This design comes from an exercise in tuning for small area, a short achievable clock period and few clock cycles per item on the open sky130 flow, not from production work.
RTL that was checked went through simulation tests only; none was proved equivalent to the original.
Power figures rest on the tool's default switching activity, not on a simulated workload.

==> flow/design.v (excerpt) <==
module window_stack_hit_test (
  input  logic                                clk_i,
  input  logic                                rst_ni,
  input  logic                                in_valid_i,
  output logic                                in_ready_o,
  input  logic                                command_i,
  input  logic [wsh_pkg::SLOT_W-1:0]          slot_i,
  input  logic [wsh_pkg::COORD_BITS-1:0]      left_i,
  input  logic [wsh_pkg::COORD_BITS-1:0]      bottom_i,
  input  logic [wsh_pkg::COORD_BITS-1:0]      right_i,
  input  logic [wsh_pkg::COORD_BITS-1:0]      top_i,
  input  logic [wsh_pkg::COORD_BITS-1:0]      point_x_i,
  input  logic [wsh_pkg::COORD_BITS-1:0]      point_y_i,
  output logic                                out_valid_o,
  input  logic                                out_ready_i,
  output logic                                hit_o,
  output logic [wsh_pkg::ID_OUT_W-1:0]        window_id_o,
  input  logic                                psel,
  input  logic                                penable,
  input  logic                                pwrite,
  input  logic [wsh_pkg::APB_AW-1:0]          paddr,
  input  logic [wsh_pkg::APB_DW-1:0]          pwdata,
  output logic [wsh_pkg::APB_DW-1:0]          prdata,
  output logic                                pready
);
  localparam int CB = wsh_pkg::COORD_BITS;
  logic [wsh_pkg::CNT_W-1:0] window_count_q;
  logic                      reg_sel;
  logic                      accept;
  logic                      res_we;
  logic                      res_hit;
  logic [wsh_pkg::ID_OUT_W-1:0] res_id;
  assign pready  = 1'b1;
  assign reg_sel = (paddr[wsh_pkg::APB_AW-1] == wsh_pkg::REG_WINDOW_COUNT);
  always_ff @(posedge clk_i or negedge rst_ni) begin
    if (!rst_ni) begin
      window_count_q <= 1;
    end else if (psel && penable && pwrite && reg_sel) begin
  ...
Size: roughly 4200 cells after synthesis, roughly 51000 µm² of cells after synthesis.
make LEC_CHECK=0 CAP_MARGIN=30 CELL_PAD_IN_SITES_DETAIL_PLACEMENT=2 CELL_PAD_IN_SITES_GLOBAL_PLACEMENT=2 CORE_MARGIN=2 CORE_UTILIZATION=30 CTS_BUF_LIST=sky130_fd_sc_hd__clkbuf_8 CTS_CLUSTER_DIAMETER=50 CTS_CLUSTER_SIZE=16 SETUP_SLACK_MARGIN=4.18 SLEW_MARGIN=20 finish   # period 8.0 ns
run.sh (not shown) runs the stock make flow with config.mk's settings and CLKGATE_MAP_FILE= SYNTH_SCRIPT=/design/flow/synth_recipe.tcl, a recipe that flattens the netlist after the stock synthesis.
Testbench counts at the start, summed over its fixed seeds: cycles 9,632, items 9,600.
Change:
--- a/flow/config.mk
+++ b/flow/config.mk
@@ -10,8 +10,8 @@
 export CELL_PAD_IN_SITES_GLOBAL_PLACEMENT = 2
 export CORE_MARGIN = 2
-export CORE_UTILIZATION = 30
+export CORE_UTILIZATION = 35
 export CTS_BUF_LIST = sky130_fd_sc_hd__clkbuf_8
 export CTS_CLUSTER_DIAMETER = 50
 export CTS_CLUSTER_SIZE = 16
-export SETUP_SLACK_MARGIN = 4.18
+export SETUP_SLACK_MARGIN = 4.32
 export SLEW_MARGIN = 20
=> First-iteration DRC count is lower by 2.7%. Via count is higher by 0.94%. Power is higher by 4.0%. Cell area is higher by 2.9%.

========
Starting RTL as in the previous note.
clock: 8.0 ns
lec_check: 0
cap_margin: 30
cell_pad_in_sites_detail_placement: 2
cell_pad_in_sites_global_placement: 2
core_margin: 2
core_utilization: 35
cts_buf_list: sky130_fd_sc_hd__clkbuf_8
cts_cluster_diameter: 50
cts_cluster_size: 16
setup_slack_margin: 4.18
slew_margin: 20
The first run completed without violations.
Testbench counts at the start, summed over its fixed seeds: cycles 9,632, items 9,600.
Rerun with:
--- a/flow/config.mk
+++ b/flow/config.mk
@@ -16 +16 @@
-export SETUP_SLACK_MARGIN = 4.18
+export SETUP_SLACK_MARGIN = 4.25
Via count hardly moves.
Power barely changes.
Cell count stays flat.
Synthesized cell count does not change.
Sequential share of layout area came out lower by 0.58 points.
Routed wire length went down by 0.70%.
Setup slack improved by 0.045 ns.

========
window_stack_hit_test, a different RTL version from the one above (not shown whole).
Size: roughly 4500 cells after synthesis, roughly 1100 flip-flops, roughly 160 I/O pins, about 52000 um2 of cells after synthesis.
==> flow/config.mk <==
export PLATFORM = sky130hd
export DESIGN_NAME = window_stack_hit_test
export DESIGN_NICKNAME = window_stack_hit_test
export VERILOG_FILES = /design/flow/design.v
export SDC_FILE = /design/flow/constraint.sdc
export NUM_CORES = 4
export LEC_CHECK = 0
export CAP_MARGIN = 30
export CELL_PAD_IN_SITES_DETAIL_PLACEMENT = 2
export CELL_PAD_IN_SITES_GLOBAL_PLACEMENT = 2
export CORE_MARGIN = 2
export CORE_UTILIZATION = 35
export CTS_BUF_LIST = sky130_fd_sc_hd__clkbuf_8
export CTS_CLUSTER_DIAMETER = 50
export CTS_CLUSTER_SIZE = 16
export SETUP_SLACK_MARGIN = 4.32
export SLEW_MARGIN = 20
==> flow/constraint.sdc <==
create_clock -name core_clock -period 8.0 [get_ports {clk_i}]
set_input_delay 1.6000 -clock core_clock [delete_from_list [all_inputs] [get_ports {clk_i}]]
set_output_delay 1.6000 -clock core_clock [all_outputs]
set_load 0.01 [all_outputs]
Testbench counts at the start, summed over its fixed seeds: cycles 9,624, items 9,600.
==> next run, changes <==
CORE_UTILIZATION = 42   (was 35)
SETUP_SLACK_MARGIN = 4.25   (was 4.32)
After rerunning: Final cell count shrinks by 4.9%. Cell area shrinks by 2.4%. Wire length shrinks by 1.8%. Register-to-register slack is worse by 0.15 ns. Critical path depth is unchanged.
==> next run, changes <==
CORE_UTILIZATION = 35   (was 42)
CTS_CLUSTER_DIAMETER = default   (was 50)
CTS_CLUSTER_SIZE = default   (was 16)
SETUP_SLACK_MARGIN = 4.4   (was 4.25)
Result: The new run completed without violations; design area came out higher by 5.5%; die area came out higher by 20%; worst setup slack gets better by 0.043 ns; synthesized cell count is unchanged; count of clock-buffer cells in the layout came out higher by 94.

========
## old
window_stack_hit_test again, from the RTL that the note above started with.
export LEC_CHECK = 0
export CAP_MARGIN = 20
export CELL_PAD_IN_SITES_DETAIL_PLACEMENT = 2
export CELL_PAD_IN_SITES_GLOBAL_PLACEMENT = 2
export CORE_MARGIN = 2
export CORE_UTILIZATION = 35
export CTS_BUF_LIST = sky130_fd_sc_hd__clkbuf_8
export CTS_CLUSTER_DIAMETER = 50
export CTS_CLUSTER_SIZE = 16
export SETUP_SLACK_MARGIN = 4.25
export SLEW_MARGIN = 20
create_clock -name core_clock -period 8.0 [get_ports {clk_i}]
old reached the final stage; the timing, DRC and antenna checks on its layout passed.
Testbench counts of old, summed over its fixed seeds: cycles 9,624, items 9,600.
## Diff of input files: new against old
Settings: a change of CAP_MARGIN from 20 to 30.
- The run with more routed wire is old, not new.
- new gives less power spent charging and discharging nets than old did.
- As far as storage element area is concerned, new and old perform about the same.
- Going from old to new, total global-route track usage decreased by 0.31 points relative to the old numbers; total I/O pin count shows no meaningful change.
- new — routed length per placed instance 0.87% lower, old as reference
- Setup slack after layout improves in new relative to old.
- Number of buffers created by CTS shrinks by a few percent when moving from old to new.

========
== JK ==
window_stack_hit_test, a different RTL version from the one above (not shown whole).
Size in the first run: roughly 1100 flip-flops, ~160 I/O pins, ~0.050 mm² of cells after synthesis.
==> flow/config.mk <==
export PLATFORM = sky130hd
export DESIGN_NAME = window_stack_hit_test
export DESIGN_NICKNAME = window_stack_hit_test
export VERILOG_FILES = /design/flow/design.v
export SDC_FILE = /design/flow/constraint.sdc
export NUM_CORES = 4
export LEC_CHECK = 0
export CAP_MARGIN = 30
export CELL_PAD_IN_SITES_DETAIL_PLACEMENT = 2
export CELL_PAD_IN_SITES_GLOBAL_PLACEMENT = 2
export CORE_MARGIN = 2
export CORE_UTILIZATION = 35
export CTS_BUF_LIST = sky130_fd_sc_hd__clkbuf_8
export CTS_CLUSTER_DIAMETER = 50
export CTS_CLUSTER_SIZE = 16
export SETUP_SLACK_MARGIN = 4.25
export SLEW_MARGIN = 20
==> flow/constraint.sdc <==
create_clock -name core_clock -period 8.0 [get_ports {clk_i}]
set_input_delay 1.6000 -clock core_clock [delete_from_list [all_inputs] [get_ports {clk_i}]]
set_output_delay 1.6000 -clock core_clock [all_outputs]
set_load 0.01 [all_outputs]
The following lists how MS was set up differently from JK:
- CTS_CLUSTER_SIZE no longer set, was 16
- CTS_CLUSTER_DIAMETER no longer set, was 50
==> comparison <==
Summary of MS over JK: fraction of cell area in non-clock buffers saw little to no change, cell depth of the worst setup path saw little to no change, leakage power total saw an increase, number of antenna violations at the first check in global routing saw an increase.
Changes in AL relative to MS:
- SETUP_SLACK_MARGIN changed from 4.25 to 4.18
- CTS_CLUSTER_DIAMETER newly set to 50
- CTS_CLUSTER_SIZE newly set to 16
### Flow results
Between MS and AL, the number of multi-input combinational cells figures differ only marginally.
Slew at the pin closest to its max-slew limit: lower on MS
Diff AL..MS | number of placed instances with taps included | negligible
The fraction of power consumed by sequential logic of AL exceeds that of MS by 1.4 points.
AL has cell area below what MS had.
Compare AL and MS | count of clock-buffer cells in the layout higher: MS
Diff AL and MS: placer congestion estimate higher in AL
The headroom to the max-slew limit in AL sits 1.5 points below the value recorded for MS.
No functional check of the RTL was part of any run of this note.

========
== try-amber ==
window_stack_hit_test, a different RTL version from the one above (not shown whole).
Size: ~1100 flip-flops, ~53000 um2 of cells after synthesis.
// window_stack_hit_test
module window_stack_hit_test (
  input  logic                                clk_i,
  input  logic                                rst_ni,
  input  logic                                in_valid_i,
  output logic                                in_ready_o,
  input  logic                                command_i,
  input  logic [wsh_pkg::SLOT_W-1:0]          slot_i,
  input  logic [wsh_pkg::COORD_BITS-1:0]      left_i,
  input  logic [wsh_pkg::COORD_BITS-1:0]      bottom_i,
  input  logic [wsh_pkg::COORD_BITS-1:0]      right_i,
  input  logic [wsh_pkg::COORD_BITS-1:0]      top_i,
  input  logic [wsh_pkg::COORD_BITS-1:0]      point_x_i,
  input  logic [wsh_pkg::COORD_BITS-1:0]      point_y_i,
  output logic                                out_valid_o,
  input  logic                                out_ready_i,
  output logic                                hit_o,
  output logic [wsh_pkg::ID_OUT_W-1:0]        window_id_o,
  input  logic                                psel,
  input  logic                                penable,
  input  logic                                pwrite,
  input  logic [wsh_pkg::APB_AW-1:0]          paddr,
  input  logic [wsh_pkg::APB_DW-1:0]          pwdata,
  output logic [wsh_pkg::APB_DW-1:0]          prdata,
  output logic                                pready
);
==> flow/config.mk <==
export PLATFORM = sky130hd
export DESIGN_NAME = window_stack_hit_test
export DESIGN_NICKNAME = window_stack_hit_test
export VERILOG_FILES = /design/flow/design.v
export SDC_FILE = /design/flow/constraint.sdc
export NUM_CORES = 4
export LEC_CHECK = 0
export CAP_MARGIN = 30
export CELL_PAD_IN_SITES_DETAIL_PLACEMENT = 2
export CELL_PAD_IN_SITES_GLOBAL_PLACEMENT = 2
export CORE_MARGIN = 2
export CORE_UTILIZATION = 35
export CTS_BUF_LIST = sky130_fd_sc_hd__clkbuf_4
export SETUP_SLACK_MARGIN = 4.1
export SLEW_MARGIN = 20
==> flow/constraint.sdc <==
create_clock -name core_clock -period 8.0 [get_ports {clk_i}]
set_input_delay 1.6000 -clock core_clock [delete_from_list [all_inputs] [get_ports {clk_i}]]
set_output_delay 1.6000 -clock core_clock [all_outputs]
set_load 0.01 [all_outputs]
Testbench counts of try-amber, summed over its fixed seeds: cycles 9,624, items 9,600.
Relative to try-amber, the following input files were edited for try-lagoon:
# try-amber
export LEC_CHECK = 0
export CAP_MARGIN = 30
export CELL_PAD_IN_SITES_DETAIL_PLACEMENT = 2
export CELL_PAD_IN_SITES_GLOBAL_PLACEMENT = 2
export CORE_MARGIN = 2
export CORE_UTILIZATION = 35
export CTS_BUF_LIST = sky130_fd_sc_hd__clkbuf_4
export SETUP_SLACK_MARGIN = 4.1
export SLEW_MARGIN = 20
create_clock -name core_clock -period 8.0 [get_ports {clk_i}]
# try-lagoon
export LEC_CHECK = 0
export CAP_MARGIN = 30
export CELL_PAD_IN_SITES_DETAIL_PLACEMENT = 2
export CELL_PAD_IN_SITES_GLOBAL_PLACEMENT = 2
export CORE_MARGIN = 2
export CORE_UTILIZATION = 35
export CTS_BUF_LIST = sky130_fd_sc_hd__clkbuf_8
export SETUP_SLACK_MARGIN = 4.1
export SLEW_MARGIN = 20
create_clock -name core_clock -period 8.0 [get_ports {clk_i}]
==> run notes <==
try-lagoon reached the end of the flow, and the finished layout is clean on the timing, DRC and antenna checks.
The launch point of the critical path comes out u_dp.perm_q[60] in one run and u_dp.dat_a_q[9] in the other, namely in try-amber and try-lagoon respectively.
Cmp try-lagoon vs try-amber: final critical delay including setup and external delays higher in try-lagoon
Re proportion of power drawn by the clock network: try-amber and try-lagoon aren't equal, and the lower value belongs to try-lagoon.
Delta(relative area change from synthesis to final layout, try-lagoon - try-amber) < 0
try-lagoon has total of clock buffers placed in the layout below what try-amber had.
Looking at slowest stage cell on the critical path, the sky130_fd_sc_hd__dfstp_2 result is from try-amber; the sky130_fd_sc_hd__nor3b_4 one comes from try-lagoon.
Inputs modified between try-lagoon and try-tundra:
# try-lagoon
export LEC_CHECK = 0
export CAP_MARGIN = 30
export CELL_PAD_IN_SITES_DETAIL_PLACEMENT = 2
export CELL_PAD_IN_SITES_GLOBAL_PLACEMENT = 2
export CORE_MARGIN = 2
export CORE_UTILIZATION = 35
export CTS_BUF_LIST = sky130_fd_sc_hd__clkbuf_8
export SETUP_SLACK_MARGIN = 4.1
export SLEW_MARGIN = 20
create_clock -name core_clock -period 8.0 [get_ports {clk_i}]
# try-tundra
export LEC_CHECK = 0
export CAP_MARGIN = 30
export CELL_PAD_IN_SITES_DETAIL_PLACEMENT = 1
export CELL_PAD_IN_SITES_GLOBAL_PLACEMENT = 1
export CORE_MARGIN = 2
export CORE_UTILIZATION = 55
export SETUP_SLACK_MARGIN = 4.4
export SLEW_MARGIN = 20
create_clock -name core_clock -period 8.0 [get_ports {clk_i}]
- | try-tundra | all stages done | FAIL | capacitance limit |
- Re initial antenna violation count: try-tundra and try-lagoon aren't equal, and the lower value belongs to try-lagoon.
- Reported for try-tundra and try-lagoon, depth of the most critical reg-to-reg path turned out identical to the last digit.
- Number of max-slew violations in the final report in try-tundra is 15 above try-lagoon.
- Summary of the comparison: minimum clock period is higher in try-tundra, relative to try-lagoon.
- try-lagoon → try-tundra: period utilization higher; post-layout worst setup margin down 0.54 ns; total routed wirelength increased by 18000 um relative to the old numbers.

## re-timing with driven ports
No port has a modelled driver above. Below, the same layouts with a new extraction and two added sets of constraints. Step 1, drivers: a clkbuf_16 drives clk_i and a buf_2 each remaining input, both assumed. Step 2 also shifts input and output timing later by t, the mid clock arrival at the registers, as if the neighbouring blocks saw the same clock. a / b / c = ideal ports / drivers / drivers and shift; a / b = the first two.
run | t, ns | setup slack, ns | worst setup path at the end | clock arrival spread, ns | cell pins on the clock port's net
the first run of note 1 | 0.968 | 4.149 / 4.149 / 4.149 | register to register | 0.080 / 0.080 | 1
the second run of note 1 | 0.937 | 4.150 / 4.150 / 4.150 | register to register | 0.062 / 0.062 | 1
the first run of note 2 | 0.947 | 4.166 / 4.166 / 4.166 | register to register | 0.077 / 0.077 | 1
the second run of note 2 | 0.929 | 4.211 / 4.211 / 4.211 | register to register | 0.068 / 0.068 | 1
the first run of note 3 | 0.947 | 4.308 / 4.308 / 3.885 | input to register | 0.093 / 0.093 | 1
the second run of note 3 | 0.973 | 4.157 / 4.157 / 3.894 | input to register | 0.061 / 0.062 | 1
the third run of note 3 | 0.990 | 4.200 / 4.200 / 3.891 | input to register | 0.070 / 0.070 | 1
old | 0.960 | 4.241 / 4.241 / 3.917 | input to register | 0.077 / 0.077 | 1
new | 0.967 | 4.268 / 4.260 / 4.000 | input to register | 0.075 / 0.075 | 1
JK | 0.944 | 3.957 / 3.957 / 3.957 | register to register | 0.064 / 0.065 | 1
MS | 0.982 | 3.978 / 3.978 / 3.978 | register to register | 0.069 / 0.069 | 1
AL | 0.939 | 3.996 / 3.996 / 3.996 | register to register | 0.055 / 0.055 | 1
try-amber | 1.264 | 4.104 / 4.104 / 4.104 | register to register | 0.127 / 0.128 | 1
try-lagoon | 0.971 | 4.099 / 4.099 / 4.099 | register to register | 0.066 / 0.066 | 1
try-tundra | 0.793 | 3.554 / 3.554 / 3.554 | register to register | 0.044 / 0.044 | 1
The setup slack of the first run of note 3, which loses most, moves by 0.000 ns with the drivers and by -0.423 ns with both steps.
